What follows belongs to an exercise in optimizing a design on an open flow for small area; a production flow would make more cautious choices. Power figures rest on the tool's default switching activity, not on a simulated workload.

==> flow/design.v <==
package cfg_pkg;
    typedef logic [63:0] cmd_word_t;     
    typedef logic [31:0] rsp_word_t;     
    typedef logic [15:0] reg_addr_t;     
    typedef logic [15:0] half_t;
    typedef logic [31:0] dword_t;
    typedef logic [9:0]  dwaddr_t;
    typedef logic [3:0]  byte_en_t;
    typedef logic [31:0] period_t;
    localparam int RO_BITS   = 160;
    localparam int RW_BITS   = 160;
    localparam int REG_BYTES = RO_BITS / 8;
    localparam int RO_OFS_MAGIC    = 'h0;
    localparam int RO_OFS_BUSY     = 'h2;
    localparam int RO_OFS_COUNT    = 'h4;
    localparam int RO_OFS_RESULT   = 'h8;
    localparam int RO_OFS_RES_ADDR = 'hc;
    localparam int RO_OFS_PCIE_ID  = 'he;
    localparam int RO_OFS_ZERO     = 'h10;
    localparam int RW_OFS_MAGIC  = 'h0;
    localparam int RW_OFS_CTRL   = 'h2;
    localparam int RW_OFS_COUNT  = 'h4;
    localparam int RW_OFS_DATA   = 'h8;
    localparam int RW_OFS_ADDR   = 'hc;
    localparam int RW_OFS_PERIOD = 'h10;
    localparam half_t RO_MAGIC = 16'h2301;
    localparam half_t RW_MAGIC = 16'h6745;
    localparam dwaddr_t CLEAR_DWADDR = 10'd1;
    localparam dword_t  CLEAR_DATA   = 32'hff000105;
    typedef enum logic [1:0] {
        ARB_IDLE,
        ARB_HOST,
        ARB_TIMER
    } arb_state_t;
endpackage
`timescale 1ns/100ps
module cfg_top #(
    parameter cfg_pkg::period_t CLEAR_PERIOD_RESET = 62500
) (
    input  logic                clk_pcie,
    input  logic                rst,
    input  logic                i_cmd_valid,
    output logic                o_cmd_ready,
    input  cfg_pkg::cmd_word_t  i_cmd_data,
    output logic                o_rsp_valid,
    input  logic                i_rsp_ready,
    output cfg_pkg::rsp_word_t  o_rsp_data,
    input  logic [15:0]         i_pcie_id,
    output logic                o_cfg_mgmt_rd_en,
    output logic                o_cfg_mgmt_wr_en,
    output cfg_pkg::dwaddr_t    o_cfg_mgmt_dwaddr,
    output cfg_pkg::dword_t     o_cfg_mgmt_di,
    output cfg_pkg::byte_en_t   o_cfg_mgmt_byte_en,
    output logic                o_cfg_mgmt_wr_readonly,
    output logic                o_cfg_mgmt_wr_rw1c_as_rw,
    input  cfg_pkg::dword_t     i_cfg_mgmt_do,
    input  logic                i_cfg_mgmt_rd_wr_done
);
    localparam int NB = cfg_pkg::REG_BYTES;      
    localparam logic [159:0] RW_RESET = {CLEAR_PERIOD_RESET,             
                                         16'h0000, 16'hf000,             
                                         32'h0,                          
                                         32'(cfg_pkg::REG_BYTES),        
                                         16'h0018,                       
                                         cfg_pkg::RW_MAGIC};             
    logic [159:0] rw_q;
    logic rd_en_q, wr_en_q, result_valid_q;
    logic busy;
    logic host_req, host_ready, timer_ready;
    logic tmr_req_q;
    logic [1:0] tmr_be_q;        
    logic [31:0] count_q;
    cfg_pkg::dword_t   result_data_q;
    cfg_pkg::dwaddr_t  result_dwaddr_q;
    cfg_pkg::byte_en_t result_be_q;
    logic [15:0] cmd_addr;
    logic [14:0] ofs;
    logic [7:0]  val_lo, val_hi, msk_lo, msk_hi;
    logic        fire, cmd_read, cmd_write;
    assign cmd_addr = i_cmd_data[31:16];
    assign ofs      = cmd_addr[14:0];
    assign val_lo   = i_cmd_data[63:56];
    assign val_hi   = i_cmd_data[55:48];
    assign msk_lo   = i_cmd_data[47:40];
    assign msk_hi   = i_cmd_data[39:32];
    assign busy = rd_en_q | wr_en_q;
    assign o_cmd_ready = ~(o_rsp_valid & ~i_rsp_ready) &
                         ~(rw_q[18] & (rw_q[16] | rw_q[17] | busy));
    assign fire      = i_cmd_valid & o_cmd_ready;
    assign cmd_read  = fire & i_cmd_data[12];
    assign cmd_write = fire & i_cmd_data[13] & cmd_addr[15];
    logic [7:0] d_ev, d_od, m_ev, m_od;
    logic [NB-1:0] bsel;
    logic [159:0] wen, wdat;
    assign d_ev = ofs[0] ? val_hi : val_lo;
    assign d_od = ofs[0] ? val_lo : val_hi;
    assign m_ev = (ofs[0] ? msk_hi : msk_lo) | {8{rst}};
    assign m_od = (ofs[0] ? msk_lo : msk_hi) | {8{rst}};
    always_comb begin
        for (int b = 0; b < NB; b++) begin
            bsel[b] = rst | (cmd_write & ((ofs == 15'(b)) | (b > 0 && ofs == 15'(b - 1))));
            for (int k = 0; k < 8; k++) begin
                wen[8*b+k]  = bsel[b] & (b[0] ? m_od[k] : m_ev[k]);
                wdat[8*b+k] = rst ? RW_RESET[8*b+k] : (b[0] ? d_od[k] : d_ev[k]);
            end
        end
        wen[16]  = wen[16] | (host_ready & rw_q[16]);
        wdat[16] = wdat[16] & (bsel[2] & m_ev[0]);
        wen[17]  = wen[17] | (host_ready & ~rw_q[16]);
        wdat[17] = wdat[17] & (bsel[2] & m_ev[1]);
    end
    always_ff @(posedge clk_pcie) begin
        for (int i = 0; i < 160; i++) begin
            if (wen[i]) rw_q[i] <= wdat[i];
        end
    end
    logic [159:0] ro;
    logic [7:0]   rd_ev, rd_od, rd_lo, rd_hi;
    logic [9:0]   sel_ev, sel_od;
    always_comb begin
        ro = '0;
        ro[15:0]    = cfg_pkg::RO_MAGIC;
        ro[16]      = rd_en_q;
        ro[17]      = wr_en_q;
        ro[63:32]   = 32'(cfg_pkg::REG_BYTES);
        ro[95:64]   = result_data_q;
        ro[105:96]  = result_dwaddr_q;
        ro[107]     = result_valid_q;
        ro[111:108] = result_be_q;
        ro[127:112] = i_pcie_id;
    end
    always_comb begin
        rd_ev = '0;
        rd_od = '0;
        for (int m = 0; m < NB / 2; m++) begin
            sel_ev[m] = (ofs == 15'(2 * m)) | (m > 0 && ofs == 15'(2 * m - 1));
            sel_od[m] = (ofs == 15'(2 * m)) | (ofs == 15'(2 * m + 1));
            rd_ev = rd_ev | ({8{sel_ev[m]}} & (cmd_addr[15] ? rw_q[16*m +: 8] : ro[16*m +: 8]));
            rd_od = rd_od | ({8{sel_od[m]}} & (cmd_addr[15] ? rw_q[16*m+8 +: 8] : ro[16*m+8 +: 8]));
        end
    end
    assign rd_lo = ofs[0] ? rd_od : rd_ev;
    assign rd_hi = ofs[0] ? rd_ev : rd_od;
    always_ff @(posedge clk_pcie) begin
        if (rst) begin
            o_rsp_valid <= 1'b0;
        end else if (cmd_read) begin
            o_rsp_valid <= 1'b1;
        end else if (i_rsp_ready) begin
            o_rsp_valid <= 1'b0;
        end
    end
    always_ff @(posedge clk_pcie) begin
        if (cmd_read) begin
            o_rsp_data <= {cmd_addr, rd_lo, rd_hi};
        end
    end
    assign host_req    = rw_q[16] | rw_q[17];
    assign host_ready  = ~busy & host_req;                    
    assign timer_ready = ~busy & ~host_req & tmr_req_q;
    assign o_cfg_mgmt_rd_en = rd_en_q & ~i_cfg_mgmt_rd_wr_done;
    assign o_cfg_mgmt_wr_en = wr_en_q & ~i_cfg_mgmt_rd_wr_done;
    always_ff @(posedge clk_pcie) begin
        if (rst) begin
            rd_en_q        <= 1'b0;
            wr_en_q        <= 1'b0;
            result_valid_q <= 1'b0;
        end else if (busy) begin
            if (i_cfg_mgmt_rd_wr_done) begin
                rd_en_q        <= 1'b0;
                wr_en_q        <= 1'b0;
                result_valid_q <= 1'b1;
            end
        end else if (host_ready | timer_ready) begin
            rd_en_q        <= host_ready & rw_q[16];
            wr_en_q        <= ~(host_ready & rw_q[16]);
            result_valid_q <= 1'b0;
        end
    end
    always_ff @(posedge clk_pcie) begin
        if (host_ready) begin
            o_cfg_mgmt_dwaddr        <= rw_q[96 +: 10];
            o_cfg_mgmt_di            <= rw_q[64 +: 32];
            o_cfg_mgmt_byte_en       <= rw_q[108 +: 4];
            o_cfg_mgmt_wr_readonly   <= rw_q[106];
            o_cfg_mgmt_wr_rw1c_as_rw <= rw_q[107];
        end else if (timer_ready) begin
            o_cfg_mgmt_dwaddr        <= cfg_pkg::CLEAR_DWADDR;
            o_cfg_mgmt_di            <= cfg_pkg::CLEAR_DATA;
            o_cfg_mgmt_byte_en       <= {tmr_be_q[1], 1'b0, tmr_be_q[0], tmr_be_q[0]};
            o_cfg_mgmt_wr_readonly   <= 1'b0;
            o_cfg_mgmt_wr_rw1c_as_rw <= 1'b0;
        end
        if (busy && i_cfg_mgmt_rd_wr_done) begin
            result_data_q   <= i_cfg_mgmt_do;
            result_dwaddr_q <= o_cfg_mgmt_dwaddr;
            result_be_q     <= o_cfg_mgmt_byte_en;
        end
    end
    logic tmr_on, advance, expired;
    assign tmr_on  = rw_q[19] | rw_q[20];
    assign advance = tmr_on & ~fire & ~busy & ~tmr_req_q;
    logic [32:0] cmp_sum;
    assign cmp_sum = {1'b0, count_q} + {1'b0, ~rw_q[128 +: 32]};
    assign expired = cmp_sum[32];
    always_ff @(posedge clk_pcie) begin
        if (rst || !tmr_on) begin
            count_q <= '0;
        end else if (advance) begin
            count_q <= expired ? '0 : count_q + 1'b1;
        end
    end
    always_ff @(posedge clk_pcie) begin
        if (rst) begin
            tmr_req_q <= 1'b0;
        end else if (advance && expired) begin
            tmr_req_q <= 1'b1;
        end else if (timer_ready) begin
            tmr_req_q <= 1'b0;
        end
    end
    always_ff @(posedge clk_pcie) begin
        if (advance && expired) begin
            tmr_be_q <= {rw_q[19], rw_q[20]};
        end
    end
endmodule
clock: 5.0 ns
lec_check: 0
cap_margin: 10
core_margin: 2
core_utilization: 50
gpl_timing_driven: 0
slew_margin: 10
standard.sh (not shown) runs the stock make flow with config.mk's settings and CLKGATE_MAP_FILE= SYNTH_SCRIPT=/design/flow/synth_recipe.tcl, a recipe that flattens the netlist after the stock synthesis.
==> flow/flow/run.sh <==
#!/bin/bash
# Standard layout, with the smallest buffer on every input and output port and a clock
# tree of few large leaf buffers without dummy loads.
set -euo pipefail
export BUFFER_PORTS_ARGS="-buffer_cell sky130_fd_sc_hd__buf_1"
export CTS_ARGS="-sink_clustering_enable -repair_clock_nets -dont_use_dummy_load -sink_clustering_size 30 -sink_clustering_max_diameter 60 -buf_list sky130_fd_sc_hd__clkbuf_16"
bash standard.sh > standard_flow.log 2>&1
Next try:
==> flow/flow/run.sh (replaced) <==
#!/bin/bash
# Standard layout, with the smallest buffer on every input and output port.
set -euo pipefail
export BUFFER_PORTS_ARGS="-buffer_cell sky130_fd_sc_hd__buf_1"
bash standard.sh > standard_flow.log 2>&1
CAP_MARGIN = 0   (was 10)
CORE_UTILIZATION = 60   (was 50)
CTS_BUF_LIST = sky130_fd_sc_hd__clkbuf_8   (was not set)
GPL_TIMING_DRIVEN = not set   (was 0)
SLEW_MARGIN = 0   (was 10)
Outcome:
- design area went up slightly
- die area went down by about a fifth
- global-route usage rises by 3.3 points
- power goes up by a few percent
- clock-buffer cell count climbs by 29
- area after synthesis is unchanged
- synthesized cell count does not change
Next try:
==> flow/run.sh (new file) <==
#!/bin/bash
# synth_recipe.tcl (not shown) runs the flow's synth.tcl, then flattens the netlist and writes it again
# the make line also repeats each setting of config.mk as NAME=value (left out here)
make -C /OpenROAD-flow-scripts/flow DESIGN_CONFIG=/design/flow/config.mk WORK_HOME=/design/flow/orfs CLKGATE_MAP_FILE= SYNTH_SCRIPT=/design/flow/synth_recipe.tcl finish
CAP_MARGIN = 20   (was 0)
CORE_UTILIZATION = 30   (was 60)
CTS_BUF_LIST = sky130_fd_sc_hd__clkbuf_4   (was sky130_fd_sc_hd__clkbuf_8)
CTS_CLUSTER_SIZE = 30   (was not set)
SLEW_MARGIN = 20   (was 0)
removed: flow/flow/run.sh
removed: flow/standard.sh
Result:
- The changed run passed the timing, design-rule and antenna checks
- critical path depth went down by 6
- maximum frequency went up slightly
- register-to-register slack improves by 0.07 ns
- die area went up by well over a third
Next try:
CAP_MARGIN = 0   (was 20)
CORE_UTILIZATION = 60   (was 30)
CTS_BUF_LIST = sky130_fd_sc_hd__clkbuf_8   (was sky130_fd_sc_hd__clkbuf_4)
CTS_CLUSTER_SIZE = not set   (was 30)
SLEW_MARGIN = 0   (was 20)
Routed wire length falls by 4.0%.
Worst setup slack gets worse by 0.31 ns.
Clock-buffer cell count shrinks by 73.
Global-route usage rises by 16 points.
Core utilization goes up by 37 points.
Critical path depth came out higher by 6.
Hold slack is better by 0.0063 ns.
No run of this note included a check of the RTL's function; only the layout flow was run.

port drivers added, routing unchanged:
The results above use ideal ports. As a check the final layouts listed here were re-extracted and re-timed, cells and wires unchanged. Step 1 (the two cells are an assumption about what drives the block):
set clk [get_ports {clk_pcie}]
set_driving_cell -lib_cell sky130_fd_sc_hd__clkbuf_16 $clk
set_driving_cell -lib_cell sky130_fd_sc_hd__buf_2 [delete_from_list [all_inputs] $clk]
Step 2 times the ports against the registers' clock, not the clock port: input delays grow and output delays shrink by t, the midpoint of the rising clock arrivals with the driver on. Three values: ideal, step 1, step 2; two values: the first two.
run | shift t [ns] | setup slack, ns | hold WS [ns] | worst setup path at the end | clock arrival spread, ns
the first run | 0.607 | 0.716 / 0.740 / 0.133 | 0.457 / 0.457 / 0.457 | input to register | 0.078 / 0.078
the second run | 0.618 | 1.409 / 1.429 / 0.811 | 0.445 / 0.445 / 0.445 | input to register | 0.018 / 0.018
the third run | 0.785 | 1.462 / 1.413 / 0.730 | 0.442 / 0.442 / 0.442 | input to register | 0.086 / 0.085
the fourth run | 0.623 | 1.153 / 1.168 / 0.545 | 0.449 / 0.449 / 0.449 | input to register | 0.027 / 0.027
After both steps every run listed still meets setup and hold. The setup slack of the third run, which loses most, moves by -0.049 ns with the drivers and by -0.732 ns with both steps.
